From an optimization exercise on the open Yosys and OpenROAD flow, aimed at small area; shortcuts taken in it are not production practice. RTL that was checked went through simulation tests only; none was proved equivalent to the original. Function not checked in run 3: the RTL went through the layout flow alone. Power is estimated from default activity; no workload was simulated. The clock port is modelled as an ideal driver; clocking choices that lean on that would not hold on a real chip.

==> design.v <==
package pprd_pkg;
    localparam int SAMPLE_W   = 18;
    localparam int RATE_W     = 21;
    localparam int POS_W      = 32;
    localparam int HYST_W     = 18;
    localparam int SPM_W      = 16;
    localparam int CFG_IDX_W  = 2;
    localparam int CFG_DATA_W = 18;
    localparam int DEPTH      = 10;
    localparam logic [HYST_W-1:0] HYST_RESET = HYST_W'(300);
    localparam logic [SPM_W-1:0]  SPM_RESET  = SPM_W'(6000);
endpackage
module pprd_ring_mem #(
    parameter int LEN = 32
) (
    input  logic aclk,
    input  logic din,
    output logic dout
);
    logic [LEN-1:0] sr;
    always_ff @(posedge aclk) begin
        sr <= {din, sr[LEN-1:1]};
    end
    assign dout = sr[0];
endmodule
module pprd_divider (
    input  logic aclk,
    input  logic run,       
    input  logic first,     
    input  logic last,      
    input  logic nbit,      
    input  logic dbit,      
    output logic qbit       
);
    logic rtap, rin, rd, sg, cy;
    logic a, b, cin, s;
    pprd_ring_mem #(.LEN(32)) u_rem (.aclk(aclk), .din(rin), .dout(rtap));
    always_comb begin
        a    = first ? nbit : rd;
        b    = dbit ^ ~sg;
        cin  = first ? ~sg : cy;
        s    = a ^ b ^ cin;
        rin  = run & s;
        qbit = ~s;
    end
    always_ff @(posedge aclk) begin
        rd <= rtap;
        cy <= (a & b) | (a & cin) | (b & cin);
        if (!run)      sg <= 1'b0;
        else if (last) sg <= s;
    end
endmodule
module pulse_peak_rate_detector_core #(
    parameter int RING_DEPTH = 10
) (
    input  logic                               aclk,
    input  logic                               aresetn,
    input  logic                               s_valid,
    output logic                               s_ready,
    input  logic [pprd_pkg::SAMPLE_W-1:0]      s_sample,
    output logic                               m_valid,
    input  logic                               m_ready,
    output logic [pprd_pkg::RATE_W-1:0]        m_rate,
    output logic [1:0]                         m_event_res,
    output logic [pprd_pkg::SAMPLE_W-1:0]      m_extreme_value,
    output logic                               m_falling_phase,
    input  logic                               cfg_wr_en,
    input  logic [pprd_pkg::CFG_IDX_W-1:0]     cfg_index,
    input  logic [pprd_pkg::CFG_DATA_W-1:0]    cfg_wdata
);
    localparam int SW = pprd_pkg::SAMPLE_W;
    typedef enum logic [2:0] {
        ST_INIT,    
        ST_IDLE,    
        ST_WAIT,    
        ST_INC,     
        ST_RING,    
        ST_ONE,     
        ST_DIV
    } state_t;
    state_t                        st;
    logic [4:0]                    ph;
    logic [3:0]                    rel;
    logic [3:0]                    count;
    logic [4:0]                    stp;
    logic                          rising;
    logic [SW-1:0]                 ext;
    logic [pprd_pkg::HYST_W-1:0]   hyst;
    logic [pprd_pkg::SPM_W-1:0]    spm;
    logic                          evf;
    logic                          m_valid_reg;
    logic [pprd_pkg::RATE_W-1:0]   q;
    logic                          cx, br, nz, hi, nmx;
    logic ph0, ph31, start, samp;
    logic ix_tap, ix_in, ix_nb, cx_eff;
    logic mp_tap, mp_in;
    logic rg_tap, rg_in, wr;
    logic dl_tap, dl_in, span_f, sb;
    logic cnt5, cnt12, div_run, nbit, qbit;
    logic [SW:0] d, t, e;
    logic newx, event_hit;
    logic [19:0] nvec;
    assign ph0  = (ph == 5'd0);
    assign ph31 = (ph == 5'd31);
    assign s_ready = (st == ST_IDLE) && (!m_valid_reg || m_ready);
    assign start   = s_ready && s_valid;
    assign samp    = (st == ST_INC);
    always_comb begin
        d = {1'b0, ext} - {1'b0, s_sample};
        t = rising ? d : ~d;
        e = t + {1'b1, ~hyst} + {{SW{1'b0}}, ~rising};
        newx = t[SW];
        event_hit = !t[SW] && !e[SW];
    end
    assign cx_eff = ph0 | cx;
    assign ix_nb  = ix_tap ^ (samp & cx_eff);
    assign ix_in  = (st != ST_INIT) & ix_nb;
    assign mp_in  = (st != ST_INIT) & ((samp & nmx) ? ix_nb : mp_tap);
    assign cnt5   = (count == 4'd5);
    assign cnt12  = (count == 4'd12);
    assign wr     = (st == ST_RING) && (rel == 4'd0);
    assign rg_in  = wr ? mp_tap : rg_tap;
    assign span_f = (wr && cnt12) || ((st == ST_ONE) && (rel == 4'd6));
    assign sb     = mp_tap ^ rg_tap ^ (!ph0 & br);
    assign dl_in  = span_f ? sb : dl_tap;
    assign nvec    = cnt5 ? ({spm, 1'b0} + {4'd0, spm}) : ({spm, 3'd0} + {spm, 1'b0});
    assign nbit    = nvec[stp];
    assign div_run = (st == ST_DIV);
    always_ff @(posedge aclk) begin
        if (!aresetn) begin
            ph <= '0;
        end else begin
            ph <= ph + 5'd1;
        end
    end
    always_ff @(posedge aclk) begin
        cx <= ix_tap & cx_eff;
        br <= (!mp_tap & (rg_tap | (!ph0 & br))) | (rg_tap & !ph0 & br);
        nz <= (!ph0 & nz) | sb;
        hi <= (!ph0 & hi) | (sb & ph[4] & ph[3]);
    end
    always_ff @(posedge aclk) begin
        if (!aresetn) begin
            hyst <= pprd_pkg::HYST_RESET;
            spm  <= pprd_pkg::SPM_RESET;
        end else if (cfg_wr_en) begin
            if (cfg_index == 2'd0) hyst <= cfg_wdata;
            if (cfg_index == 2'd1) spm  <= cfg_wdata[15:0];
        end
    end
    always_ff @(posedge aclk) begin
        if (!aresetn) begin
            st          <= ST_INIT;
            rel         <= '0;
            count       <= '0;
            rising      <= 1'b1;
            ext         <= '0;
            evf         <= 1'b0;
            m_valid_reg <= 1'b0;
        end else begin
            if (m_ready) m_valid_reg <= 1'b0;
            if (ph31 && !wr) rel <= (rel == 4'd9) ? 4'd0 : rel + 4'd1;
            unique case (st)
                ST_INIT: if (ph31) st <= ST_IDLE;
                ST_IDLE: if (start) begin
                    st  <= ph31 ? ST_INC : ST_WAIT;
                    evf <= event_hit;
                    nmx <= rising & newx;
                    if (newx) begin
                        ext <= s_sample;
                    end else if (event_hit) begin
                        rising <= !rising;
                    end
                    if (rising && event_hit && count != 4'd12) begin
                        count <= count + 4'd1;
                    end
                end
                ST_WAIT: if (ph31) st <= ST_INC;
                ST_INC: if (ph31) begin
                    if (evf && !rising) begin
                        st <= ST_RING;
                    end else begin
                        m_valid_reg <= 1'b1;
                        st <= ST_IDLE;
                    end
                end
                ST_RING: if (wr && ph31) begin
                    if (cnt5) begin
                        st <= ST_ONE;
                    end else if (cnt12 && nz && !hi && !sb) begin
                        st <= ST_DIV;
                    end else begin
                        m_valid_reg <= 1'b1;
                        st <= ST_IDLE;
                    end
                end
                ST_ONE: if (span_f && ph31) begin
                    if (nz && !hi && !sb) begin
                        st <= ST_DIV;
                    end else begin
                        m_valid_reg <= 1'b1;
                        st <= ST_IDLE;
                    end
                end
                ST_DIV: if (ph31 && stp == 5'd0) begin
                    m_valid_reg <= 1'b1;
                    st <= ST_IDLE;
                end
                default: st <= ST_IDLE;
            endcase
        end
    end
    always_ff @(posedge aclk) begin
        if (!div_run) stp <= 5'd19;
        else if (ph31) stp <= stp - 5'd1;
    end
    always_ff @(posedge aclk) begin
        if (samp || (div_run && ph31)) begin
            q <= {q[pprd_pkg::RATE_W-2:0], div_run & qbit};
        end
    end
    assign m_valid         = m_valid_reg;
    assign m_rate          = q;
    assign m_event_res     = {evf & rising, evf & !rising};
    assign m_extreme_value = evf ? ext : '0;
    assign m_falling_phase = !rising;
    pprd_ring_mem #(.LEN(32)) u_ix (.aclk(aclk), .din(ix_in), .dout(ix_tap));
    pprd_ring_mem #(.LEN(32)) u_mp (.aclk(aclk), .din(mp_in), .dout(mp_tap));
    pprd_ring_mem #(.LEN(32)) u_dl (.aclk(aclk), .din(dl_in), .dout(dl_tap));
    pprd_ring_mem #(.LEN(32 * RING_DEPTH)) u_ring (.aclk(aclk), .din(rg_in), .dout(rg_tap));
    pprd_divider u_div (
        .aclk  (aclk),
        .run   (div_run),
        .first (ph0),
        .last  (ph31),
        .nbit  (nbit),
        .dbit  (dl_tap),
        .qbit  (qbit)
    );
endmodule
==> run.sh <==
#!/bin/bash
# synth_recipe.tcl (not shown) runs the flow's synth.tcl, then flattens the netlist and writes it again
# the make line also repeats each setting of config.mk as NAME=value (left out here)
make -C /OpenROAD-flow-scripts/flow DESIGN_CONFIG=/design/flow/config.mk WORK_HOME=/design/flow/orfs CLKGATE_MAP_FILE= SYNTH_SCRIPT=/design/flow/synth_recipe.tcl finish
==> config.mk <==
export PLATFORM = sky130hd
export DESIGN_NAME = pulse_peak_rate_detector_core
export DESIGN_NICKNAME = pulse_peak_rate_detector_core
export VERILOG_FILES = /design/flow/design.v
export SDC_FILE = /design/flow/constraint.sdc
export NUM_CORES = 4
export LEC_CHECK = 0
export CAP_MARGIN = 20
export CORE_MARGIN = 2
export CORE_UTILIZATION = 50
export CTS_BUF_LIST = sky130_fd_sc_hd__clkbuf_2 sky130_fd_sc_hd__clkbuf_4 sky130_fd_sc_hd__clkbuf_8
export SLEW_MARGIN = 20
==> constraint.sdc <==
create_clock -name core_clock -period 7.5 [get_ports {aclk}]
set_input_delay 1.5000 -clock core_clock [delete_from_list [all_inputs] [get_ports {aclk}]]
set_output_delay 1.5000 -clock core_clock [all_outputs]
set_load 0.01 [all_outputs]
==> run notes, run 1 <==
Rows 66; Post-Synthesis Cells around 1400; Ports between 80 and 90; XOR/XNOR Fraction of Synth Area 3.86%; CTS tree built; IO buf count 86; setup TNS 0 ns; CP max FO 4; leakage 7.87 nW; status finished clean; WL per Instance 14.1 um; Adder-Cell Fraction of Synth Area 6.09%; critical path capture point type flip-flop; global-route usage over all layers 17.3%; vias in the first global route 9501; main flop type after synthesis dfxtp_1; Pre-Repair DR Iteration Count 5; Placer Congestion slightly above 0.8; hold_ws between 0.2 and 0.3 ns; Final setup viols 0; Iter 0 DRT Violations 428; Hold Fails Final Rpt 0; area leader, netlist dfxtp_1; share of cells above drive strength 1 11.4%; DRC 0; largest family of logic cells by synthesized area simple AND/OR/NAND/NOR gates; Tot Pwr a little over 6 mW; Mapped Nets 1476; YS warnings 4; max_slew headroom 28.4%; DR vias/cell between 4 and 5; Fmax 179 MHz; Slew @ Worst Pin about 1.1 ns; largest reg by FF count u_ring.sr; area share of the largest cell type after synthesis 65.1%; Tmin final roughly 5.6 ns; GRT overflow 0; Die ar. 34100 sq um; Critical Path Start Type input port; first-pass GRT wire length 47000 um; Netlist cell types 68; area grow syn2layout 19.5%; async set-reset flop share out of synthesis 0%; finished layout cell area roughly 20000 sq um; pwr/cell area approximately 320 nW/um^2; Num CTS Buffers 84; DP Wirelength 18100 um; placed inst area roughly 18000 sq um; register area share after synthesis 69.2%; fraction of synthesized area in multiplexers 0.636%; Clock Latency Late Sink 0.61 ns; critical path class input port to flip-flop; final cycle utilization of the critical path between 70% and 80%; max-slew violation count 0; n_diodes 0; initial antenna violation count 1; ranking of synthesized cells by area dfxtp_1 (65%), ha_1 (5.6%), edfxtp_1 (4.0%); unrepaired setup endpoints after global routing no; cts hold-fix bufs 0; FF+latch count, synth 553; # Post-CTS Setup Buffers 0; die height 185 um; post-synthesis simple-gate area fraction 9.91%; number of synthesized flops with an enable pin 22; final wirelength 28400 um; H-Tree Depth 3; syn_area_per_cell 12.0 sq um; number of nets with antenna violations after routing 0; Post-CTS Resized 0; TritonCTS Sinks 553; worst path arrival time 6.04 ns; pre-CTS setup slack roughly 1.4 ns; number of flip-flops in the largest register 320; worst min path class flip-flop to flip-flop; vias 9498; starting density of the core 50.4%; nets ~1600; die outline width around 180 um; CTS Buffer Depth 3; Synth Cell Area 16300 sq um; maxcap violations 0; core area roughly 32000 sq um; worst path required time 7.95 ns; largest net degree at the start of global routing 57; root buffer cell clkbuf_8; Peak VDD IR 0.000207 V; setup slack after layout 1.92 ns; Compound-Gate Fraction of Synth Area between 8 and 9%; clk slew on worst S/H paths 0.06 ns; worst clock skew between 0.05 and 0.06 ns
## synthesized netlist by cell type, types with 5 or more instances
cell	n
a211oi_1	5
a21o_1	15
a21oi_1	84
a31oi_1	9
and2_1	26
and3_1	9
clkbuf_1	30
dfxtp_1	531
edfxtp_1	22
ha_1	73
inv_1	59
mux2i_1	7
nand2_1	150
nand2b_1	6
nand3_1	27
nor2_1	49
nor2b_1	13
nor3_1	20
o2111ai_1	7
o211ai_1	7
o21a_1	9
o21ai_0	37
or2_2	5
or3_1	8
xnor2_1	50
xor2_1	22
## critical path, cell delays in order
cell             delay (ns)
clkdlybuf4s50_1        0.49
ha_1                   0.18
inv_1                  0.05
fa_1                   0.40
a21o_1                 0.18
a21oi_1                0.26
o211ai_1               0.20
a31oi_1                0.23
a21oi_1                0.13
o21ai_0                0.16
nand2b_1               0.07
a21oi_1                0.22
xnor2_1                0.10
ha_1                   0.30
a211o_1                0.15
a21oi_1                0.05
or3_1                  0.36
or3_1                  0.33
nor3_2                 0.27
nand2_1                0.13
xnor2_1                0.13
and2_1                 0.15
## area by class of cell
type,instances,area [sq um]
fillers,2700,12900
clock buffers,138,1700
flip-flops and latches,553,11300
repair buffers,92,906
multi-input cells,709,4680
well taps,442,553
clock inverters,14,150
inverters,59,221
## cells by family after synthesis
group                      count (synthesis)
DFF                                      553
AOI/OAI and AO/OA                        211
and+or+nand+nor                          339
buffers and inverters                     94
muxes                                     10
xor gates and xnor gates                  72
adders and majority gates                 77
## routing by layer
layer  vias to the layer above  share of wire, %  global-route usage (%)
met4                         2               2.4                    7.17
met3                        44               5.6                    4.43
met5                         -             0.046                       0
met2                       233                40                    25.1
li1                       4860                 -                       -
met1                      4359                52                    24.5
## through the flow
step                      instances  utilization [%]
after floorplan                1356                -
after global placement         1855             54.5
after detailed placement       1855             54.5
after CTS                      2007             60.2
after global routing           2007             60.2
final                          2007             60.2
## where the power goes
part           internal, mW  switching (mW)  total (mW)  leakage (nW)
Sequential             3.08          0.0717        3.15          4.48
Clock                  1.51            1.08        2.59         0.989
Combinational         0.209           0.245       0.454          2.39
## path summary, 6_finish.rpt
check	startpoint	endpoint	slack, ns	cells after the start
worst min register to register	u_mp.sr[7]	u_mp.sr[6]	0.29	0
worst min-delay path	u_mp.sr[7]	u_mp.sr[6]	0.29	0
worst max register to register	ext[0]	count[2]	2.95	22
worst max-delay path	s_sample[0]	count[2]	1.92	22
## layout by cell type (no fill, tap or decap), types with 5 or more instances in the layout
cell type / count
and3_1: 9
nand3_1: 27
xor2_1: 22
clkdlybuf4s50_1: 86
xnor2_1: 50
and2_1: 26
dfxtp_1: 531
nand2_1: 150
buf_4: 6
or2_2: 5
o2111ai_1: 7
a31oi_1: 9
nor2_1: 49
edfxtp_1: 22
or3_1: 8
a211oi_1: 5
nor2b_1: 12
inv_1: 59
clkbuf_4: 32
o211ai_1: 7
nor3_1: 20
clkinv_2: 7
nand2b_1: 6
ha_1: 73
mux2i_1: 7
a21oi_1: 84
a21o_1: 15
o21ai_0: 37
clkbuf_8: 106
o21a_1: 9
==> run 2, diff against run 1 <==
--- a/config.mk
+++ b/config.mk
@@ -9,4 +9,3 @@
 export CORE_MARGIN = 2
-export CORE_UTILIZATION = 50
-export CTS_BUF_LIST = sky130_fd_sc_hd__clkbuf_2 sky130_fd_sc_hd__clkbuf_4 sky130_fd_sc_hd__clkbuf_8
+export CORE_UTILIZATION = 40
 export SLEW_MARGIN = 20
==> run 2 against run 1 <==
  * Synthesized cell count stayed put
  * First-iteration DRC count shrank 0.23%
  * Count of clock-buffer cells in the layout shrank 59
  * Sequential cell count is the same
  * Largest cell class unchanged
  * Routed wire length fell by 0.74%
  * Area after synthesis stayed put
  * Die area increased by 24%
  * Non-clock buffer count shrank 1
  * Clock power is 4% higher
  * Hold slack gained 0.023 ns
  * Global-route usage fell by 3.7 points
  * Critical path type unchanged
  * Sequential power is essentially flat
==> run notes, run 2 <==
H-Tree Depth 2 (was 3); Slew @ Worst Pin 1.07 ns (about the same); maxcap violations 0 (unchanged); DRC 0 (unchanged); clk slew on worst S/H paths 0.06 ns (about the same); RR Startpoint ext[0] (unchanged); Pre-Repair DR Iteration Count 5 (unchanged); area share of the largest cell type after synthesis 65.1% (unchanged); Die ar. 42400 sq um (was 34100 sq um); peak per-stage delay on the critical path 0.48 ns (was 0.49 ns); most frequent cells in the layout dfxtp_1 (531), nand2_1 (150), clkdlybuf4s50_1 (86) (was dfxtp_1 (531), nand2_1 (150), clkbuf_8 (106)); CP max FO 4 (unchanged); final wirelength 28200 um (was 28400 um); grt peak-use layer met2 (unchanged); async set-reset flop share out of synthesis 0% (unchanged); crit path cell chain clkdlybuf4s50_1, ha_1, inv_1, fa_1, a21o_1, a21oi_1, o211ai_1, a31oi_1, a21oi_1, o21ai_0, nand2b_1, a21oi_1, xnor2_1, ha_1, a211o_1, a21oi_1, or3_1, or3_1, nor3_2, nand2_1, xnor2_1, and2_1 (unchanged); share of cells above drive strength 1 6.92% (was 11.4%); slowest CP cell clkdlybuf4s50_1 (unchanged); FF+latch count, synth 553 (unchanged); Rows 73 (was 66); synth cell count leaders dfxtp_1 (531), nand2_1 (150), a21oi_1 (84) (unchanged); number of flip-flops in the largest register 320 (unchanged); initial antenna violation count 0 (was 1); first-pass GRT wire length 46600 um (was 47000 um); # Post-CTS Setup Buffers 0 (unchanged); Critical Path Start s_sample[0] (unchanged); Hold Crit Start u_mp.sr[12] (was u_mp.sr[7]); Fmax 180 MHz (was 179 MHz); vias 9365 (was 9498); grt met2 use 20.7% (was 25.1%); pwr/cell area 322 nW/um^2 (was 317 nW/um^2); GRT overflow 0 (unchanged); ranking of synthesized cells by area dfxtp_1 (65%), ha_1 (5.6%), edfxtp_1 (4.0%) (unchanged); leakage 7.76 nW (was 7.87 nW); Peak VDD IR 0.000182 V (was 0.000207 V); area grow syn2layout 20.0% (was 19.5%); Num CTS Buffers 51 (was 84); max-slew violation count 0 (unchanged); grt met3 use 2.98% (was 4.43%); starting density of the core 40.8% (was 50.4%); worst path required time 7.95 ns (about the same); Post-Synthesis Cells 1356 (unchanged); M1 GR Usage 18.9% (was 24.5%); CTS Buffer Depth 3 (unchanged); nets 1585 (was 1619); WL per Instance 13.9 um (was 14.1 um); status finished clean (unchanged); Synth Cell Area 16300 sq um (unchanged); final cycle utilization of the critical path 74.0% (was 74.4%); core area 40000 sq um (was 32400 sq um); die height 206 um (was 185 um); worst clock skew 0.0110 ns (was 0.0504 ns); YS warnings 4 (unchanged); n_diodes 0 (unchanged); DR vias/cell 4.62 (was 4.73); most common cell in the synthesized netlist dfxtp_1 (unchanged); most common cell after layout, fill and taps aside dfxtp_1 (unchanged); Iter 0 DRT Violations 427 (was 428); largest net degree at the start of global routing 58 (was 57); Netlist cell types 68 (unchanged); Final setup viols 0 (unchanged); Layout Utilization 48.9% (was 60.2%); number of nets with antenna violations after routing 0 (unchanged); main flop type after synthesis dfxtp_1 (unchanged); max_slew headroom 28.0% (was 28.4%); syn_area_per_cell 12.0 sq um (unchanged); Tmin final 5.55 ns (was 5.58 ns); TritonCTS Sinks 553 (unchanged); number of synthesized flops with an enable pin 22 (unchanged); Placer Congestion 0.830 (was 0.831); critical path capture point type flip-flop (unchanged); register area share after synthesis 69.2% (unchanged); IO buf count 86 (unchanged); unrepaired setup endpoints after global routing no (unchanged); Clock Latency Late Sink 0.56 ns (was 0.61 ns); Mapped Nets 1476 (unchanged); worst min path class flip-flop to flip-flop (unchanged); DP Wirelength 18400 um (was 18100 um); die outline width 206 um (was 185 um); Post-CTS Resized 0 (unchanged); root buffer cell clkbuf_16 (was clkbuf_8); area leader, netlist dfxtp_1 (unchanged); vias in the first global route 9201 (was 9501); Ports 87 (unchanged); largest reg by FF count u_ring.sr (unchanged); worst path arrival time 6.00 ns (was 6.04 ns); Critical Path Start Type input port (unchanged); cts hold-fix bufs 0 (unchanged); Hold Fails Final Rpt 0 (unchanged); global-route usage over all layers 13.6% (was 17.3%); most used cell, CP a21oi_1 (unchanged); CTS tree built (unchanged); critical path class input port to flip-flop (unchanged); setup TNS 0 ns (unchanged)
run 2: cell counts after synthesis:
Identical to the previous run, type by type.
run 2: report_power, final:
group          internal [mW]  switching (mW)  leakage (nW)
logic                  0.209           0.246          2.39
registers               3.08          0.0719          4.48
clock network           1.66            1.04         0.887
total                   4.94            1.36          7.76
run 2: routing by layer:
layer	share of wire [%]	wire (um)
met1	50	14200
met3	5.0	1410
met5	0	0
met4	2.7	769
met2	42	11800
run 2: cell type report:
cell class              count  area [sq um]
fillers                  3574         20400
clock buffers              79          1580
repair buffers             91           898
multi-input cells         709          4680
well taps                 525           657
clock inverters            12           253
inverters                  59           221
flip-flops and latches    553         11300
run 2: metrics by stage:
step | hold slack, ns | area, sq um | power (mW) | instances | worst slack [ns]
after floorplan | 0.310 | 16300 | 3.52 | 1356 | 2.29
after global placement | 0.311 | 17700 | 3.66 | 1937 | 1.41
after detailed placement | 0.312 | 17700 | 3.66 | 1937 | 1.39
after CTS | 0.318 | 19600 | 6.39 | 2028 | 1.97
after global routing | 0.324 | 19600 | 6.58 | 2028 | 1.61
final | 0.316 | 19600 | 6.30 | 2028 | 1.95
run 2: path summary, 6_finish.rpt:
| check | endpoint | slack (ns) | cells after the start |
|---|---|---|---|
| worst min register to register | u_mp.sr[11] | 0.32 | 0 |
| worst max-delay path | count[2] | 1.95 | 22 |
| worst max register to register | count[2] | 3.02 | 22 |
| worst min-delay path | u_mp.sr[11] | 0.32 | 0 |
run 2: worst max-delay path, delay by kind of cell:
kind / cells / cell delay (ns)
buf+inv: 2 / 0.53
xor+xnor: 2 / 0.24
simple gates: 6 / 1.27
fa+ha+maj: 3 / 0.88
compound gates: 9 / 1.57
run 2: cell families after synthesis:
family          Yosys count  share of synthesized area [%]
simple gates            339                           9.91
compound gates          211                           8.11
mux                      10                          0.636
fa+ha+maj                77                           6.09
flops                   553                           69.2
buf+inv                  94                           2.19
xor+xnor                 72                           3.86
==> run 3, diff against run 2 <==
--- a/design.v
+++ b/design.v
@@ -26,26 +26,51 @@
 module pprd_divider (
-    input  logic aclk,
-    input  logic run,       
-    input  logic first,     
-    input  logic last,      
-    input  logic nbit,      
-    input  logic dbit,      
-    output logic qbit       
+    input  logic        aclk,
+    input  logic        run,       
+    input  logic [4:0]  ph,        
+    input  logic [15:0] spm,
+    input  logic        k10,       
+    input  logic        dbit,      
+    output logic        qstep,     
+    output logic        qbit,
+    output logic        done       
 );
-    logic rtap, rin, rd, sg, cy;
-    logic a, b, cin, s;
+    logic [4:0] stp;
+    logic       rtap, rin, rd, cy, sg, sk, ska, inw;
+    logic       d1, d2, d3;
+    logic       ph0, top, inw_e, act, sbit, a, b, cin, s;
     pprd_ring_mem #(.LEN(32)) u_rem (.aclk(aclk), .din(rin), .dout(rtap));
     always_comb begin
-        a    = first ? nbit : rd;
-        b    = dbit ^ ~sg;
-        cin  = first ? ~sg : cy;
-        s    = a ^ b ^ cin;
-        rin  = run & s;
-        qbit = ~s;
-    end
-    always_ff @(posedge aclk) begin
-        rd <= rtap;
-        cy <= (a & b) | (a & cin) | (b & cin);
-        if (!run)      sg <= 1'b0;
-        else if (last) sg <= s;
+        ph0   = (ph == 5'd0);
+        top   = ((ph ^ stp) == 5'd31);
+        inw_e = ph0 | inw;
+        act   = run & inw_e & !sk;
+        sbit  = !ph[4] & spm[ph[3:0]];
+        a     = run ? rd : (k10 ? d1 : sbit);
+        b     = run ? (dbit ^ !sg) : (k10 ? d3 : d1);
+        cin   = ph0 ? (run & !sg) : cy;
+        s     = a ^ b ^ cin;
+        rin   = (!run || act) ? s : rd;
+        qstep = run & top;
+        qbit  = act & !s;
+        done  = run & (ph == 5'd31) & (stp == 5'd0);
+    end
+    always_ff @(posedge aclk) begin
+        rd  <= (ph == 5'd31) ? rin : rtap;
+        cy  <= (a & b) | (a & cin) | (b & cin);
+        d1  <= sbit;
+        d2  <= d1;
+        d3  <= d2;
+        inw <= inw_e & !top;
+        ska <= (!ph0 & ska) | (dbit & (top | !inw_e));
+        if (!run) begin
+            stp <= 5'd31;
+            sg  <= 1'b0;
+            sk  <= 1'b1;
+        end else begin
+            if (act && top) sg <= s;
+            if (ph == 5'd31) begin
+                stp <= stp - 5'd1;
+                sk  <= (!ph0 & ska) | (dbit & (top | !inw_e));
+            end
+        end
     end
@@ -84,3 +109,2 @@
     logic [3:0]                    count;
-    logic [4:0]                    stp;
     logic                          rising;
@@ -91,4 +115,4 @@
     logic                          m_valid_reg;
-    logic [pprd_pkg::RATE_W-1:0]   q;
-    logic                          cx, br, nz, hi, nmx;
+    logic [pprd_pkg::RATE_W-2:0]   q;    
+    logic                          cx, br, nz, nmx;
     logic ph0, ph31, start, samp;
@@ -98,9 +122,8 @@
     logic dl_tap, dl_in, span_f, sb;
-    logic cnt5, cnt12, div_run, nbit, qbit;
-    logic [SW:0] d, t, e;
-    logic newx, event_hit;
-    logic [19:0] nvec;
+    logic cnt5, cnt12, div_run, qstep, qbit, div_done;
+    logic xb, eb, hb, db, tb, ph18;
+    logic bd, ce, pass_ok, ready, newx, event_hit;
     assign ph0  = (ph == 5'd0);
     assign ph31 = (ph == 5'd31);
-    assign s_ready = (st == ST_IDLE) && (!m_valid_reg || m_ready);
+    assign s_ready = ready && (st == ST_IDLE) && (!m_valid_reg || m_ready);
     assign start   = s_ready && s_valid;
@@ -108,7 +131,25 @@
     always_comb begin
-        d = {1'b0, ext} - {1'b0, s_sample};
-        t = rising ? d : ~d;
-        e = t + {1'b1, ~hyst} + {{SW{1'b0}}, ~rising};
-        newx = t[SW];
-        event_hit = !t[SW] && !e[SW];
+        ph18 = (ph == 5'd18);
+        xb   = s_sample[ph];
+        eb   = ext[ph];
+        hb   = hyst[ph];
+        db   = eb ^ xb ^ (!ph0 & bd);
+        tb   = db ^ !rising;
+    end
+    always_ff @(posedge aclk) begin
+        bd <= (!eb & (xb | (!ph0 & bd))) | (xb & !ph0 & bd);
+        ce <= (tb & !hb) | ((ph0 ? !rising : ce) & (tb | !hb));
+        if (ph18) begin
+            newx      <= rising ? bd : !bd;
+            event_hit <= (rising ? !bd : bd) & ce;
+        end
+    end
+    always_ff @(posedge aclk) begin
+        if (!aresetn || start) begin
+            ready   <= 1'b0;
+            pass_ok <= 1'b0;
+        end else begin
+            pass_ok <= ph0 ? s_valid : pass_ok;
+            if (ph18 && pass_ok) ready <= 1'b1;
+        end
     end
@@ -125,4 +166,2 @@
     assign dl_in  = span_f ? sb : dl_tap;
-    assign nvec    = cnt5 ? ({spm, 1'b0} + {4'd0, spm}) : ({spm, 3'd0} + {spm, 1'b0});
-    assign nbit    = nvec[stp];
     assign div_run = (st == ST_DIV);
@@ -139,3 +178,2 @@
         nz <= (!ph0 & nz) | sb;
-        hi <= (!ph0 & hi) | (sb & ph[4] & ph[3]);
     end
@@ -189,3 +227,3 @@
                         st <= ST_ONE;
-                    end else if (cnt12 && nz && !hi && !sb) begin
+                    end else if (cnt12 && (nz || sb)) begin
                         st <= ST_DIV;
@@ -197,3 +235,3 @@
                 ST_ONE: if (span_f && ph31) begin
-                    if (nz && !hi && !sb) begin
+                    if (nz || sb) begin
                         st <= ST_DIV;
@@ -204,3 +242,3 @@
                 end
-                ST_DIV: if (ph31 && stp == 5'd0) begin
+                ST_DIV: if (div_done) begin
                     m_valid_reg <= 1'b1;
@@ -213,8 +251,4 @@
     always_ff @(posedge aclk) begin
-        if (!div_run) stp <= 5'd19;
-        else if (ph31) stp <= stp - 5'd1;
-    end
-    always_ff @(posedge aclk) begin
-        if (samp || (div_run && ph31)) begin
-            q <= {q[pprd_pkg::RATE_W-2:0], div_run & qbit};
+        if (samp || qstep) begin
+            q <= {q[pprd_pkg::RATE_W-3:0], qbit};
         end
@@ -222,3 +256,3 @@
     assign m_valid         = m_valid_reg;
-    assign m_rate          = q;
+    assign m_rate          = {1'b0, q};
     assign m_event_res     = {evf & rising, evf & !rising};
@@ -233,7 +267,9 @@
         .run   (div_run),
-        .first (ph0),
-        .last  (ph31),
-        .nbit  (nbit),
+        .ph    (ph),
+        .spm   (spm),
+        .k10   (!cnt5),
         .dbit  (dl_tap),
-        .qbit  (qbit)
+        .qstep (qstep),
+        .qbit  (qbit),
+        .done  (div_done)
     );
--- a/config.mk
+++ b/config.mk
@@ -9,3 +9,6 @@
 export CORE_MARGIN = 2
-export CORE_UTILIZATION = 40
+export CORE_UTILIZATION = 60
+export CTS_BUF_LIST = sky130_fd_sc_hd__clkbuf_16
+export CTS_CLUSTER_DIAMETER = 100
+export CTS_CLUSTER_SIZE = 32
 export SLEW_MARGIN = 20
==> run 3 against run 2 <==
  * Power shrank 27%
  * Clock power shrank about 50%
  * Global-route usage grew 2.9 points
  * Non-clock buffer count shrank 3
  * Final cell count shrank 28%
  * Die area shrank 39%
  * Cell area shrank 16%
  * Register-to-register slack gained 0.86 ns
  * Synthesized cell count shrank 21%
  * Routed wire length shrank 25%
  * Highest routed layer unchanged
==> run notes, run 3 <==
Rows 57 (was 73); Die ar. 25800 sq um (was 42400 sq um); Placer Congestion 0.782 (was 0.830); worst path required time 6.00 ns (was 7.95 ns); Tmin final 4.60 ns (was 5.55 ns); number of nets with antenna violations after routing 0 (unchanged); IO buf count 85 (was 86); core area 24200 sq um (was 40000 sq um); Num CTS Buffers 21 (was 51); Slew @ Worst Pin 1.03 ns (was 1.07 ns); combinational share of power 3.1% (was 7.2%); vias in the first global route 6870 (was 9201); most frequent cells in the layout dfxtp_1 (540), nand2_1 (118), clkdlybuf4s50_1 (84) (was dfxtp_1 (531), nand2_1 (150), clkdlybuf4s50_1 (86)); Iter 0 DRT Violations 435 (was 427); largest reg by FF count u_ring.sr (unchanged); leakage 6.24 nW (was 7.76 nW); register area share after synthesis 78.2% (was 69.2%); final wirelength 21000 um (was 28200 um); maxcap violations 0 (unchanged); DR vias/cell 4.82 (was 4.62); number of synthesized flops with an enable pin 23 (was 22); syn_area_per_cell 13.8 sq um (was 12.0 sq um); worst clock skew 0.0153 ns (was 0.0110 ns); Post-Synthesis Cells 1068 (was 1356); most used cell, CP clkdlybuf4s50_1 (was a21oi_1); FF+latch count, synth 563 (was 553); CP max FO 7 (was 4); YS warnings 4 (unchanged); placed inst area 15800 sq um (was 17700 sq um); final cycle utilization of the critical path 61.3% (was 74.0%); synth cell count leaders dfxtp_1 (540), nand2_1 (118), a21boi_0 (44) (was dfxtp_1 (531), nand2_1 (150), a21oi_1 (84)); pwr/cell area 280 nW/um^2 (was 322 nW/um^2); DP Wirelength 12800 um (was 18400 um); most common cell in the synthesized netlist dfxtp_1 (unchanged); NetSw 919 uW (was 1.36 mW); cts hold-fix bufs 0 (unchanged); main flop type after synthesis dfxtp_1 (unchanged); number of flip-flops in the largest register 320 (unchanged); global-route usage over all layers 16.5% (was 13.6%); status finished clean (unchanged); Fmax 217 MHz (was 180 MHz); share of cells above drive strength 1 4.22% (was 6.92%); n_diodes 0 (unchanged); most common cell after layout, fill and taps aside dfxtp_1 (unchanged); die height 161 um (was 206 um); critical path class input port to primary output (was input port to flip-flop); clk slew on worst S/H paths 0.11 ns (was 0.06 ns); Internal 3.67 mW (was 4.94 mW); slowest CP cell clkdlybuf4s50_1 (unchanged); ranking of synthesized cells by area dfxtp_1 (73%), edfxtp_1 (4.7%), nand2_1 (3.0%) (was dfxtp_1 (65%), ha_1 (5.6%), edfxtp_1 (4.0%)); finished layout cell area 16400 sq um (was 19600 sq um); WL per Instance 14.4 um (was 13.9 um); Peak VDD IR 0.000237 V (was 0.000182 V); setup TNS 0 ns (unchanged); Post-CTS Resized 0 (unchanged); H-Tree Depth 1 (was 2); GRT overflow 0 (unchanged); root buffer cell clkbuf_16 (unchanged); max_slew headroom 31.4% (was 28.0%); Synth Cell Area 14700 sq um (was 16300 sq um); crit path cell chain clkdlybuf4s50_1, nor2b_1, nor4b_2, clkdlybuf4s50_1 (was clkdlybuf4s50_1, ha_1, inv_1, fa_1, a21o_1, a21oi_1, o211ai_1, a31oi_1, a21oi_1, o21ai_0, nand2b_1, a21oi_1, xnor2_1, ha_1, a211o_1, a21oi_1, or3_1, or3_1, nor3_2, nand2_1, xnor2_1, and2_1); clock network fraction of design power 29.2% (was 42.8%); nets 1185 (was 1585); Pre-Repair DR Iteration Count 4 (was 5); area grow syn2layout 11.4% (was 20.0%); async set-reset flop share out of synthesis 0% (unchanged); area share of the largest cell type after synthesis 73.5% (was 65.1%); # Post-CTS Setup Buffers 0 (unchanged); first-pass GRT wire length 34800 um (was 46600 um); Mapped Nets 1120 (was 1476); largest net degree at the start of global routing 41 (was 58); Layout Utilization 67.8% (was 48.9%); initial antenna violation count 0 (unchanged); Final setup viols 0 (unchanged); Sw Ratio 20.0% (was 21.6%); unrepaired setup endpoints after global routing no (unchanged); Hold Fails Final Rpt 0 (unchanged); Critical Path Start Type input port (unchanged); peak per-stage delay on the critical path 0.56 ns (was 0.48 ns); CTS Buffer Depth 3 (unchanged); Clock Latency Late Sink 0.54 ns (was 0.56 ns); max-slew violation count 0 (unchanged); starting density of the core 60.9% (was 40.8%); worst min path class flip-flop to flip-flop (unchanged); TritonCTS Sinks 563 (was 553); Netlist cell types 67 (was 68); vias 7051 (was 9365); DRC 0 (unchanged); area leader, netlist dfxtp_1 (unchanged); critical path capture point type primary output (was flip-flop); Reg power frac 67.8% (was 49.9%); worst path arrival time 3.10 ns (was 6.00 ns); Ports 87 (unchanged); die outline width 161 um (was 206 um); CTS tree built (unchanged)
-- run 3: final cells by class --
class                           instances  area [sq um]
Fill cell                            1782          7790
Sequential cell                       563         11500
Clock inverter                          7          41.3
Clock buffer                           21           526
Multi-Input combinational cell        446          2980
Timing Repair Buffer                   88           881
Inverter                               13          48.8
Tap cell                              324           405
-- run 3: logic make-up (layout without fill, tap and decap cells) --
kind of cell	after synthesis	after routing	synth area share [%]
flip-flops	563	563	78.2
other	1	1	0.0255
adder cells (fa/ha/maj)	9	9	0.816
multiplexers	39	39	3.84
XOR/XNOR	20	20	1.19
buffers and inverters	59	129	1.72
AO/OA/AOI/OAI	111	111	5.24
AND/OR/NAND/NOR	266	266	9.01
-- run 3: path summary, 6_finish.rpt --
path	cells past startpoint	from	to	slack, ns
worst max-delay path	4	m_ready	s_ready	2.90
worst min-delay path	0	u_mp.sr[6]	u_mp.sr[5]	0.32
worst max register to register	8	ph[1]	u_div.rd	3.88
worst min register to register	0	u_mp.sr[6]	u_mp.sr[5]	0.32
-- run 3: routing by layer --
metal | up-vias | routed length [um] | GRT usage (%)
met3 | 32 | 734 | 2.45
li1 | 3637 | - | -
met4 | 0 | 483 | 4.34
met5 | - | 0 | 0
met2 | 96 | 8900 | 25.0
met1 | 3286 | 10900 | 25.1
-- run 3: critical path, delay by kind of cell --
| kind | cells | cell delay [ns] |
|---|---|---|
| buffers and inverters | 2 | 0.99 |
| AND/OR/NAND/NOR | 2 | 0.61 |
-- run 3: power groups by stage --
stage,registers (mW),logic (mW),clock network (mW)
after floorplan,3.16,0.106,0
after global placement,3.18,0.138,0
after detailed placement,3.18,0.140,0
after CTS,3.11,0.141,1.38
after global routing,3.12,0.155,1.48
final,3.11,0.141,1.34
-- run 3: stage by stage --
step                      cells  worst slack [ns]  hold WS (ns)  power (mW)
after floorplan            1068              3.95         0.310        3.27
after global placement     1433              2.87         0.310        3.32
after detailed placement   1434              2.90         0.312        3.32
after CTS                  1462              2.88         0.325        4.64
after global routing       1462              2.79         0.332        4.75
final                      1462              2.90         0.324        4.59
==> run 4, diff against run 3 <==
--- a/design.v
+++ b/design.v
@@ -117,2 +117,3 @@
     logic                          cx, br, nz, nmx;
+    logic                          ext0, hdef, sdef;    
     logic ph0, ph31, start, samp;
@@ -133,4 +134,4 @@
         xb   = s_sample[ph];
-        eb   = ext[ph];
-        hb   = hyst[ph];
+        eb   = !ext0 & ext[ph];
+        hb   = hdef ? pprd_pkg::HYST_RESET[ph] : hyst[ph];
         db   = eb ^ xb ^ (!ph0 & bd);
@@ -181,5 +182,9 @@
         if (!aresetn) begin
-            hyst <= pprd_pkg::HYST_RESET;
-            spm  <= pprd_pkg::SPM_RESET;
+            hdef <= 1'b1;
+            sdef <= 1'b1;
         end else if (cfg_wr_en) begin
+            if (cfg_index == 2'd0) hdef <= 1'b0;
+            if (cfg_index == 2'd1) sdef <= 1'b0;
+        end
+        if (cfg_wr_en && aresetn) begin
             if (cfg_index == 2'd0) hyst <= cfg_wdata;
@@ -194,3 +199,3 @@
             rising      <= 1'b1;
-            ext         <= '0;
+            ext0        <= 1'b1;
             evf         <= 1'b0;
@@ -207,3 +212,3 @@
                     if (newx) begin
-                        ext <= s_sample;
+                        ext0 <= 1'b0;
                     end else if (event_hit) begin
@@ -249,2 +254,5 @@
         end
+    end
+    always_ff @(posedge aclk) begin
+        if (start && newx) ext <= s_sample;
     end
@@ -268,3 +276,3 @@
         .ph    (ph),
-        .spm   (spm),
+        .spm   (sdef ? pprd_pkg::SPM_RESET : spm),
         .k10   (!cnt5),
--- a/config.mk
+++ b/config.mk
@@ -10,5 +10,5 @@
 export CORE_UTILIZATION = 60
-export CTS_BUF_LIST = sky130_fd_sc_hd__clkbuf_16
-export CTS_CLUSTER_DIAMETER = 100
-export CTS_CLUSTER_SIZE = 32
+export CTS_BUF_LIST = sky130_fd_sc_hd__clkbuf_8
+export CTS_CLUSTER_DIAMETER = 70
+export CTS_CLUSTER_SIZE = 18
 export SLEW_MARGIN = 20
==> run 4 against run 3 <==
  * Utilization rose by 0.93 points
  * Largest cell class unchanged
  * Critical path depth unchanged
  * Largest power group unchanged
  * Cell area decreased by 0.99%
  * Hold slack got worse by 0.019 ns
  * Setup slack improved by 0.25 ns
  * Clock skew grew 0.024 ns
  * First-iteration DRC count is 3.2% lower
  * Sequential share of layout area is 4.3 points higher
  * Still clean
==> run notes, run 4 <==
# Post-CTS Setup Buffers 0 (unchanged); clk slew on worst S/H paths 0.12 ns (was 0.11 ns); Critical Path Start Type input port (unchanged); Post-Synthesis Cells 929 (was 1068); area share of the largest cell type after synthesis 67.9% (was 73.5%); WL per Instance 15.1 um (was 14.4 um); critical path capture point type primary output (unchanged); leakage 6.20 nW (was 6.24 nW); Placer Congestion 0.780 (was 0.782); Iter 0 DRT Violations 421 (was 435); syn_area_per_cell 15.6 sq um (was 13.8 sq um); vias 6615 (was 7051); main flop type after synthesis dfxtp_1 (unchanged); ranking of synthesized cells by area dfxtp_1 (68%), edfxtp_1 (16%), mux2i_1 (1.9%) (was dfxtp_1 (73%), edfxtp_1 (4.7%), nand2_1 (3.0%)); slowest CP cell clkdlybuf4s50_1 (unchanged); cts hold-fix bufs 0 (unchanged); global-route usage over all layers 16.5% (about the same); status finished clean (unchanged); CP max FO 5 (was 7); FF+latch count, synth 566 (was 563); flop2flop setup slack 3.97 ns (was 3.88 ns); NetSw 918 uW (was 919 uW); async set-reset flop share out of synthesis 0% (unchanged); CP top delay family buffers and inverters (unchanged); max_slew headroom 40.0% (was 31.4%); clock network fraction of design power 28.8% (was 29.2%); Clock Latency Late Sink 0.58 ns (was 0.54 ns); Rows 56 (was 57); Final setup viols 0 (unchanged); YS warnings 4 (unchanged); initial antenna violation count 0 (unchanged); starting density of the core 61.3% (was 60.9%); Reg area 12100 sq um (was 11500 sq um); Tmin final 4.35 ns (was 4.60 ns); DRC 0 (unchanged); Slew @ Worst Pin 0.900 ns (was 1.03 ns); final cycle utilization of the critical path 58.0% (was 61.3%); register area share after synthesis 83.4% (was 78.2%); nets 1082 (was 1185); final wirelength 20500 um (was 21000 um); Sw Ratio 19.9% (was 20.0%); placed inst area 15600 sq um (was 15800 sq um); area leader, netlist dfxtp_1 (unchanged); Peak VDD IR 0.000170 V (was 0.000237 V); number of flip-flops in the largest register 320 (unchanged); Hold Fails Final Rpt 0 (unchanged); DR vias/cell 4.87 (was 4.82); Fmax 230 MHz (was 217 MHz); worst min path class flip-flop to flip-flop (unchanged); WP buf/inv 2 (unchanged); IO buf count 85 (unchanged); CTS Buffer Depth 3 (unchanged); Pre-Repair DR Iteration Count 4 (unchanged); largest reg by FF count u_ring.sr (unchanged); CTS tree built (unchanged); TritonCTS Sinks 566 (was 563); Num CTS Buffers 37 (was 21); most common cell after layout, fill and taps aside dfxtp_1 (unchanged); most used cell, CP clkdlybuf4s50_1 (unchanged); die outline width 159 um (was 161 um); RR Startpoint ph[0] (was ph[1]); area grow syn2layout 12.0% (was 11.4%); combinational share of power 2.5% (was 3.1%); Die ar. 25400 sq um (was 25800 sq um); number of synthesized flops with an enable pin 75 (was 23); n_diodes 0 (unchanged); die height 159 um (was 161 um); unrepaired setup endpoints after global routing no (unchanged); number of nets with antenna violations after routing 0 (unchanged); Post-CTS Resized 0 (unchanged); Ports 87 (unchanged); crit path cell chain clkdlybuf4s50_1, nand2b_1, and3_1, clkdlybuf4s50_1 (was clkdlybuf4s50_1, nor2b_1, nor4b_2, clkdlybuf4s50_1); synth cell count leaders dfxtp_1 (491), edfxtp_1 (75), nor2_1 (40) (was dfxtp_1 (540), nand2_1 (118), a21boi_0 (44)); core area 23600 sq um (was 24200 sq um); Mapped Nets 982 (was 1120); Reg power frac 68.7% (was 67.8%); maxcap violations 0 (unchanged); H-Tree Depth 2 (was 1); DP Wirelength 12800 um (about the same); critical path class input port to primary output (unchanged); Synth Cell Area 14500 sq um (was 14700 sq um); most frequent cells in the layout dfxtp_1 (490), clkdlybuf4s50_1 (85), edfxtp_1 (75) (was dfxtp_1 (540), nand2_1 (118), clkdlybuf4s50_1 (84)); Internal 3.69 mW (was 3.67 mW); root buffer cell clkbuf_8 (was clkbuf_16); most common cell in the synthesized netlist dfxtp_1 (unchanged); worst path required time 6.00 ns (about the same); vias in the first global route 6758 (was 6870); Hold Crit Start u_mp.sr[27] (was u_mp.sr[6]); setup TNS 0 ns (unchanged); finished layout cell area 16200 sq um (was 16400 sq um); multi-input combinational cell area 2210 sq um (was 2980 sq um); peak per-stage delay on the critical path 0.53 ns (was 0.56 ns); first-pass GRT wire length 34100 um (was 34800 um); worst clock skew 0.0392 ns (was 0.0153 ns); max-slew violation count 0 (unchanged); worst path arrival time 2.85 ns (was 3.10 ns); GRT overflow 0 (unchanged); Fillers 1602 (was 1782); pwr/cell area 284 nW/um^2 (was 280 nW/um^2); Netlist cell types 68 (was 67); share of cells above drive strength 1 6.54% (was 4.22%); largest net degree at the start of global routing 39 (was 41); Critical Path Start m_ready (unchanged)
[run 4: changes by cell type in the layout (fill, tap and decap cells not counted), moves of 7 or more]
cell	before	now
clkbuf_16	21	0
a21boi_0	44	1
clkbuf_8	0	40
nand2_1	118	38
o21ai_0	9	17
nand3_1	36	7
nor2_1	26	40
o21ai_1	2	9
edfxtp_1	23	75
dfxtp_1	540	490
[run 4: final timing paths]
kind                 end  cells after the start
max              s_ready                      4
min          u_mp.sr[26]                      0
max reg2reg     u_div.rd                     11
min reg2reg  u_mp.sr[26]                      0
[run 4: worst reg2reg max path, cell delays in order (launching register included)]
cell and delay [ns]:
dfxtp_2 0.41, buf_4 0.47, mux2_1 0.29, a22oi_1 0.09, o21ai_1 0.16, nand2_1 0.06, a31o_1 0.30, or3_1 0.36
a21oi_1 0.22, fa_1 0.46, mux2_1 0.32, mux2_2 0.27
[run 4: logic make-up (layout without fill, tap and decap cells)]
family                     Yosys count  count (layout)  synth area share [%]
AOI/OAI and AO/OA                   81              81                  3.56
xor gates and xnor gates            22              22                  1.48
adders and majority gates           12              12                  1.06
buffers and inverters               42             153                  1.43
DFF                                566             566                  83.4
muxes                               36              36                  2.72
other                                1               1                0.0259
and+or+nand+nor                    169             169                  6.31
[run 4: cell type report]
type | instances | area share (%)
sequential | 566 | 74.5
timing repair buffer | 87 | 5.34
multi-input combinational | 321 | 13.6
inverter | 16 | 0.370
clock buffer | 40 | 3.39
clock inverter | 10 | 0.324
tap | 319 | 2.46
[run 4: metal layers]
metal	track usage (%)	share of wire [%]
met2	25.5	45
met1	23.2	47
met5	0	0
met4	6.65	2.9
met3	3.41	5.1
[run 4: metrics by stage]
stage	total power [mW]	cells	utilization (%)	setup slack [ns]	hold slack, ns
2_1_floorplan	3.30	929	-	2.98	0.310
3_3_place_gp	3.34	1309	66.1	3.15	0.312
3_5_place_dp	3.35	1309	66.1	3.15	0.312
4_1_cts	4.66	1359	68.7	3.13	0.317
5_1_grt	4.78	1359	68.7	3.08	0.325
6_report	4.61	1359	68.7	3.15	0.304
[run 4: power by group through the flow]
stage          clock (mW)  combinational (mW)  sequential [mW]
3_5_place_dp            0               0.115             3.23
4_1_cts              1.38               0.115             3.17
6_report             1.33               0.115             3.16
3_3_place_gp            0               0.112             3.23
2_1_floorplan           0              0.0828             3.22
5_1_grt              1.48               0.125             3.17
==> run 5, diff against run 4 <==
--- a/config.mk
+++ b/config.mk
@@ -10,5 +10,5 @@
 export CORE_UTILIZATION = 60
-export CTS_BUF_LIST = sky130_fd_sc_hd__clkbuf_8
-export CTS_CLUSTER_DIAMETER = 70
-export CTS_CLUSTER_SIZE = 18
+export CTS_BUF_LIST = sky130_fd_sc_hd__clkbuf_16
+export CTS_CLUSTER_DIAMETER = 100
+export CTS_CLUSTER_SIZE = 32
 export SLEW_MARGIN = 20
==> run 5 against run 4 <==
  * Clock skew is 0.014 ns lower
  * Sequential cell count stayed put
  * Cell area barely moved
  * Critical path depth is the same
  * Combinational power about the same
  * Clock power is essentially flat
  * Area after synthesis is the same
  * Via count fell by 1.9%
==> run notes, run 5 <==
status finished clean (unchanged); flop2flop setup slack 3.93 ns (was 3.97 ns); critical path capture point type primary output (unchanged); # Post-CTS Setup Buffers 0 (unchanged); IO buf count 85 (unchanged); vias in the first global route 6556 (was 6758); placed cells 1309 (unchanged); CP max FO 5 (unchanged); Mapped Nets 982 (unchanged); syn_area_per_cell 15.6 sq um (unchanged); cts hold-fix bufs 0 (unchanged); core area 23600 sq um (unchanged); H-Tree Depth 1 (was 2); multi-input combinational cell area 2210 sq um (unchanged); die outline width 159 um (unchanged); Placer Congestion 0.780 (unchanged); number of nets with antenna violations after routing 0 (unchanged); CTS tree built (unchanged); Layout Utilization 68.7% (about the same); CTS Buffer Depth 3 (unchanged); GRT overflow 0 (unchanged); pre-CTS setup slack 3.15 ns (unchanged); WL per Instance 15.1 um (about the same); peak per-stage delay on the critical path 0.53 ns (about the same); setup TNS 0 ns (unchanged); Rows 56 (unchanged); Critical Path Start Type input port (unchanged); ranking of synthesized cells by area dfxtp_1 (68%), edfxtp_1 (16%), mux2i_1 (1.9%) (unchanged); Post-Synthesis Cells 929 (unchanged); Slew @ Worst Pin 0.907 ns (was 0.900 ns); final cycle utilization of the critical path 58.1% (was 58.0%); TritonCTS Sinks 566 (unchanged); number of synthesized flops with an enable pin 75 (unchanged); Ports 87 (unchanged); Hold Crit Start u_mp.sr[31] (was u_mp.sr[27]); number of flip-flops in the largest register 320 (unchanged); worst path required time 6.00 ns (about the same); most common cell after layout, fill and taps aside dfxtp_1 (unchanged); worst min path class flip-flop to flip-flop (unchanged); final wirelength 20300 um (was 20500 um); critical path class input port to primary output (unchanged); YS warnings 4 (unchanged); first-pass GRT wire length 33400 um (was 34100 um); worst path arrival time 2.86 ns (was 2.85 ns); register area share after synthesis 83.4% (unchanged); Peak VDD IR 0.000223 V (was 0.000170 V); area leader, netlist dfxtp_1 (unchanged); share of cells above drive strength 1 4.79% (was 6.54%); area grow syn2layout 12.0% (about the same); vias 6489 (was 6615); starting density of the core 61.3% (unchanged); capturing point of the worst reg2reg path st[1] (was u_div.rd); largest reg by FF count u_ring.sr (unchanged); Post-CTS Resized 0 (unchanged); largest net degree at the start of global routing 39 (unchanged); unrepaired setup endpoints after global routing no (unchanged); global-route usage over all layers 16.0% (was 16.5%); placed inst area 15600 sq um (unchanged); worst clock skew 0.0248 ns (was 0.0392 ns); CP top delay family buffers and inverters (unchanged); pwr/cell area 286 nW/um^2 (was 284 nW/um^2); most used cell, CP clkdlybuf4s50_1 (unchanged); most frequent cells in the layout dfxtp_1 (490), clkdlybuf4s50_1 (85), edfxtp_1 (75) (unchanged); DR vias/cell 4.84 (was 4.87); Fmax 229 MHz (was 230 MHz); n_diodes 0 (unchanged); FF+latch count, synth 566 (unchanged); leakage 6.18 nW (was 6.20 nW); DP Wirelength 12800 um (unchanged); synth cell count leaders dfxtp_1 (491), edfxtp_1 (75), nor2_1 (40) (unchanged); Netlist cell types 68 (unchanged); max_slew headroom 39.5% (was 40.0%); Synth Cell Area 14500 sq um (unchanged); hold_ws 0.323 ns (was 0.304 ns); slowest CP cell clkdlybuf4s50_1 (unchanged); die height 159 um (unchanged); root buffer cell clkbuf_16 (was clkbuf_8); max-slew violation count 0 (unchanged); Die ar. 25400 sq um (unchanged); nets 1066 (was 1082); area share of the largest cell type after synthesis 67.9% (unchanged); crit path cell chain clkdlybuf4s50_1, nand2b_1, and3_1, clkdlybuf4s50_1 (unchanged); Clock Latency Late Sink 0.54 ns (was 0.58 ns); clk slew on worst S/H paths 0.11 ns (was 0.12 ns); Tot Pwr 4.64 mW (was 4.61 mW); Num CTS Buffers 21 (was 37); Post-Layout Cell Count 1341 (was 1359); DRC 0 (unchanged); Final setup viols 0 (unchanged); Hold Path Cell Cnt 0 (unchanged); RR Startpoint ph[1] (was ph[0]); maxcap violations 0 (unchanged); Pre-Repair DR Iteration Count 4 (unchanged); worst r2r path cells 10 (was 11); Fillers 1594 (was 1602); Critical Path Start m_ready (unchanged); setup slack after layout 3.14 ns (was 3.15 ns); initial antenna violation count 0 (unchanged); Tmin final 4.36 ns (was 4.35 ns); async set-reset flop share out of synthesis 0% (unchanged); Hold Fails Final Rpt 0 (unchanged); Reg area 12100 sq um (unchanged); finished layout cell area 16200 sq um (about the same); main flop type after synthesis dfxtp_1 (unchanged); Min-Delay Endpoint u_mp.sr[30] (was u_mp.sr[26]); most common cell in the synthesized netlist dfxtp_1 (unchanged); Iter 0 DRT Violations 417 (was 421); WP buf/inv 2 (unchanged)
## run 5: cell count changes in the layout (fill, tap and decap cells not counted), sizes merged
cell / before / now
inv: 25 / 24
clkbuf: 40 / 22
clkinv: 1 / 2
## run 5: how the worst max path moves through the flow
| stage | slack [ns] | end | cells after the start |
|---|---|---|---|
| after floorplan | 2.98 | hyst[0] | 3 |
| after global placement | 3.15 | s_ready | 4 |
| after detailed placement | 3.15 | s_ready | 4 |
| after CTS | 3.13 | s_ready | 4 |
| after global routing | 3.08 | s_ready | 4 |
| final | 3.14 | s_ready | 4 |
## run 5: metal layers
metal  GRT usage [%]  wire length (um)  share of wire, %  vias to the layer above
met5               0                 0                 0                        -
met4            5.00               496               2.4                        0
met1            23.1              9820                48                     3055
met3            2.60              1000               4.9                       38
li1                -                 -                 -                     3258
met2            25.2              8980                44                      138
## run 5: kinds of logic after synthesis
logic type,after synthesis,share of synthesized area (%)
buf+inv,42,1.43
flops,566,83.4
other cells,1,0.0259
fa+ha+maj,12,1.06
compound gates,81,3.56
xor+xnor,22,1.48
mux,36,2.72
simple gates,169,6.31
## run 5: final cells by class
| class | instances | share of cell area (%) |
|---|---|---|
| Timing Repair Buffer | 87 | 5.34 |
| Clock inverter | 10 | 0.293 |
| Clock buffer | 22 | 3.39 |
| Inverter | 16 | 0.370 |
| Multi-Input combinational cell | 321 | 13.6 |
| Tap cell | 319 | 2.46 |
| Sequential cell | 566 | 74.5 |
## run 5: worst register-to-register path, cell delays in order, from the launching register on
cell	delay, ns
dfxtp_1	0.77
ha_1	0.30
and3_1	0.16
ha_1	0.47
inv_2	0.19
nor4_1	0.30
nand2_1	0.16
mux2i_1	0.20
o211ai_2	0.17
or4_1	0.54
a31oi_1	0.19
## run 5: power breakdown
group          internal [mW]  total, mW  switching [mW]
sequential              3.13       3.17          0.0303
clock                  0.541       1.36           0.818
combinational         0.0605      0.115          0.0541
==> run 6, diff against run 5 <==
==> flow/run.sh (new file) <==
#!/bin/bash
# Layout flow: the standard ORFS flow (standard.sh) with two changes:
#  - the port buffers that global placement inserts are the smallest buffer
#    (buf_1) rather than the resizer's default choice;
#  - clock tree synthesis uses clkbuf_16 with sink clusters of up to 32 and no
#    dummy loads at the leaves.
# make's output goes to flow.log here; ORFS keeps each step's log under orfs/logs.
set -euo pipefail
export BUFFER_PORTS_ARGS="-buffer_cell sky130_fd_sc_hd__buf_1"
export CTS_ARGS="-sink_clustering_enable -repair_clock_nets -sink_clustering_size 32 -sink_clustering_max_diameter 100 -buf_list sky130_fd_sc_hd__clkbuf_16 -dont_use_dummy_load"
bash standard.sh > flow.log 2>&1
==> standard.sh (new file) <==
#!/bin/bash
# synth_recipe.tcl (not shown) runs the flow's synth.tcl, then flattens the netlist and writes it again
# the make line also repeats each setting of config.mk as NAME=value (left out here)
make -C /OpenROAD-flow-scripts/flow DESIGN_CONFIG=/design/flow/config.mk WORK_HOME=/design/flow/orfs CLKGATE_MAP_FILE= SYNTH_SCRIPT=/design/flow/synth_recipe.tcl "${@:-finish}"
removed: run.sh
==> run 6 against run 5 <==
  * Sequential cell count did not move
  * Hold slack better by 0.0025 ns
  * Register-to-register slack got worse by 0.13 ns
  * Global-route usage down 0.43 points
  * Sequential share of layout area increased by 2.9 points
  * First-iteration DRC count down 20%
  * Via count down 0.72%
  * Combinational power down 18%
==> run notes, run 6 <==
setup TNS 0 ns (unchanged); GRT overflow 0 (unchanged); initial antenna violation count 0 (unchanged); die outline width 159 um (unchanged); Post-Synthesis Cells 929 (unchanged); Tmin final 3.70 ns (was 4.36 ns); maxcap violations 0 (unchanged); most common cell in the synthesized netlist dfxtp_1 (unchanged); CTS Buffer Depth 3 (unchanged); Num CTS Buffers 21 (unchanged); flop2flop setup slack 3.80 ns (was 3.93 ns); leakage 5.89 nW (was 6.18 nW); critical path capture point type flip-flop (was primary output); Pre-Repair DR Iteration Count 4 (unchanged); Netlist cell types 68 (unchanged); status finished clean (unchanged); Synth Cell Area 14500 sq um (unchanged); Mapped Nets 982 (unchanged); CTS tree built (unchanged); worst path required time 7.95 ns (was 6.00 ns); Placer Congestion 0.841 (was 0.780); unrepaired setup endpoints after global routing no (unchanged); Clock Latency Late Sink 0.54 ns (about the same); cts hold-fix bufs 0 (unchanged); Peak VDD IR 0.000272 V (was 0.000223 V); area leader, netlist dfxtp_1 (unchanged); Critical Path Start Type flip-flop (was input port); largest net degree at the start of global routing 43 (was 39); vias in the first global route 6507 (was 6556); # Post-CTS Setup Buffers 0 (unchanged); main flop type after synthesis dfxtp_1 (unchanged); Hold Path Cell Cnt 0 (unchanged); DP Wirelength 12200 um (was 12800 um); syn_area_per_cell 15.6 sq um (unchanged); most frequent cells in the layout dfxtp_1 (490), buf_1 (85), edfxtp_1 (75) (was dfxtp_1 (490), clkdlybuf4s50_1 (85), edfxtp_1 (75)); final wirelength 19800 um (was 20300 um); slowest CP cell dfxtp_2 (was clkdlybuf4s50_1); Min-Delay Endpoint u_ix.sr[18] (was u_mp.sr[30]); Iter 0 DRT Violations 334 (was 417); ranking of synthesized cells by area dfxtp_1 (68%), edfxtp_1 (16%), mux2i_1 (1.9%) (unchanged); global-route usage over all layers 15.6% (was 16.0%); async set-reset flop share out of synthesis 0% (unchanged); clk slew on worst S/H paths 0.12 ns (was 0.11 ns); peak per-stage delay on the critical path 1.05 ns (was 0.53 ns); worst r2r path cells 10 (unchanged); worst path arrival time 4.15 ns (was 2.86 ns); Die ar. 25400 sq um (unchanged); Rows 56 (unchanged); DRC 0 (unchanged); TritonCTS Sinks 566 (unchanged); worst clock skew 0.0319 ns (was 0.0248 ns); max_slew headroom 29.0% (was 39.5%); number of flip-flops in the largest register 320 (unchanged); share of cells above drive strength 1 4.46% (was 4.79%); most common cell after layout, fill and taps aside dfxtp_1 (unchanged); n_diodes 0 (unchanged); synth cell count leaders dfxtp_1 (491), edfxtp_1 (75), nor2_1 (40) (unchanged); Layout Utilization 66.1% (was 68.7%); Slew @ Worst Pin 1.06 ns (was 0.907 ns); Fmax 271 MHz (was 229 MHz); core area 23600 sq um (unchanged); crit path cell chain ha_1, and3_1, ha_1, inv_2, nor4_1, nand2_1, mux2i_1, o211ai_2, or4_1, a31oi_1 (was clkdlybuf4s50_1, nand2b_1, and3_1, clkdlybuf4s50_1); DR vias/cell 4.85 (was 4.84); die height 159 um (unchanged); starting density of the core 61.3% (unchanged); capturing point of the worst reg2reg path st[1] (unchanged); vias 6442 (was 6489); final cycle utilization of the critical path 49.3% (was 58.1%); most used cell, CP ha_1 (was clkdlybuf4s50_1); worst min path class flip-flop to flip-flop (unchanged); register area share after synthesis 83.4% (unchanged); largest reg by FF count u_ring.sr (unchanged); number of nets with antenna violations after routing 0 (unchanged); number of synthesized flops with an enable pin 75 (unchanged); RR Startpoint ph[0] (was ph[1]); IO buf count 85 (unchanged); area grow syn2layout 7.75% (was 12.0%); Final setup viols 0 (unchanged); Hold Fails Final Rpt 0 (unchanged); YS warnings 4 (unchanged); H-Tree Depth 1 (unchanged); pwr/cell area 292 nW/um^2 (was 286 nW/um^2); Post-CTS Resized 0 (unchanged); max-slew violation count 0 (unchanged); Hold Crit Start u_ix.sr[19] (was u_mp.sr[31]); first-pass GRT wire length 32600 um (was 33400 um); area share of the largest cell type after synthesis 67.9% (unchanged); WL per Instance 14.9 um (was 15.1 um); Ports 87 (unchanged); nets 1065 (was 1066); FF+latch count, synth 566 (unchanged); CP max FO 42 (was 5); critical path class flip-flop to flip-flop (was input port to primary output); root buffer cell clkbuf_16 (unchanged)
-- run 6: how the worst max path moves through the flow --
stage | start | endpoint | slack [ns] | cells past startpoint
floorplan | aresetn | hyst[0] | 2.98 | 3
global placement | m_ready | s_ready | 3.87 | 4
detailed placement | ph[0] | st[1] | 3.84 | 10
CTS | ph[0] | st[1] | 3.79 | 10
global route | ph[0] | st[1] | 3.45 | 10
finish | ph[0] | st[1] | 3.80 | 10
-- run 6: routing by layer --
metal	share of wire [%]	GRT usage (%)	routed length [um]
met1	50	22.6	9940
met5	0	0	0
met2	43	24.2	8580
met4	2.7	4.67	533
met3	3.7	2.76	725
-- run 6: where the power goes --
group | internal (mW) | switching [mW]
combinational | 0.0462 | 0.0477
clock | 0.508 | 0.790
sequential | 3.13 | 0.0347
-- run 6: metrics by stage --
step                      instance area (sq um)  total power, mW  setup WS (ns)  hold slack (ns)  std cells
final                                     15600             4.56           3.80            0.325       1329
after global routing                      15600             4.73           3.45            0.322       1329
after CTS                                 15600             4.61           3.79            0.327       1329
after detailed placement                  15100             3.33           3.84            0.312       1308
after global placement                    15100             3.33           3.87            0.313       1308
after floorplan                           14500             3.30           2.98            0.310        929
-- run 6: logic make-up after synthesis --
family,after synthesis,share of synthesized area [%]
DFF,566,83.4
and+or+nand+nor,169,6.31
AOI/OAI and AO/OA,81,3.56
buffers and inverters,42,1.43
muxes,36,2.72
xor gates and xnor gates,22,1.48
adders and majority gates,12,1.06
other,1,0.0259
-- run 6: area by class of cell --
class / count / area [sq um]
well taps: 319 / 399
clock buffers: 21 / 526
inverters: 16 / 60.1
fillers: 1683 / 8010
repair buffers: 86 / 327
flip-flops and latches: 566 / 12100
multi-input cells: 321 / 2210
-- run 6: critical path: cells and delay by family, from the launching register on --
| family | cells | cell delay, ns |
|---|---|---|
| AOI/OAI and AO/OA | 2 | 0.36 |
| muxes | 1 | 0.17 |
| adders and majority gates | 2 | 0.77 |
| DFF | 1 | 1.05 |
| buffers and inverters | 1 | 0.15 |
| and+or+nand+nor | 4 | 1.11 |

[separate check: timing with driven ports]
In the flow no input, the clock included, has a driving cell. The finished layouts below were timed again as built, in two steps.
Step 1: set_driving_cell puts a clkbuf_16 on aclk and a buf_2 on each other input, an assumption about the parent block.
Step 2 times the ports against the registers' clock, not the clock port: input delays grow and output delays shrink by t, the midpoint of the rising clock arrivals with the driver on.
a / b / c = no drivers / after step 1 / after step 2; a / b = the first two.
run | t, ns | slack for setup (ns) | hold WS [ns] | worst setup path after step 2
run 1 | 0.625 | 1.916 / 1.939 / 1.314 | 0.294 / 0.294 / 0.294 | input to register
run 2 | 0.607 | 1.948 / 1.972 / 1.365 | 0.316 / 0.316 / 0.316 | input to register
run 3 | 0.581 | 2.899 / 2.867 / 2.867 | 0.324 / 0.324 / 0.324 | input to output
run 4 | 0.599 | 3.150 / 3.128 / 3.128 | 0.304 / 0.304 / 0.304 | input to output
run 5 | 0.577 | 3.141 / 3.120 / 3.120 | 0.323 / 0.323 / 0.323 | input to output
run 6 | 0.568 | 3.805 / 3.805 / 3.805 | 0.325 / 0.325 / 0.325 | register to register
After both steps setup and hold are still met in every run listed. For run 1, which loses most, drivers alone change the setup slack by +0.023 ns; drivers and shift together by -0.602 ns.
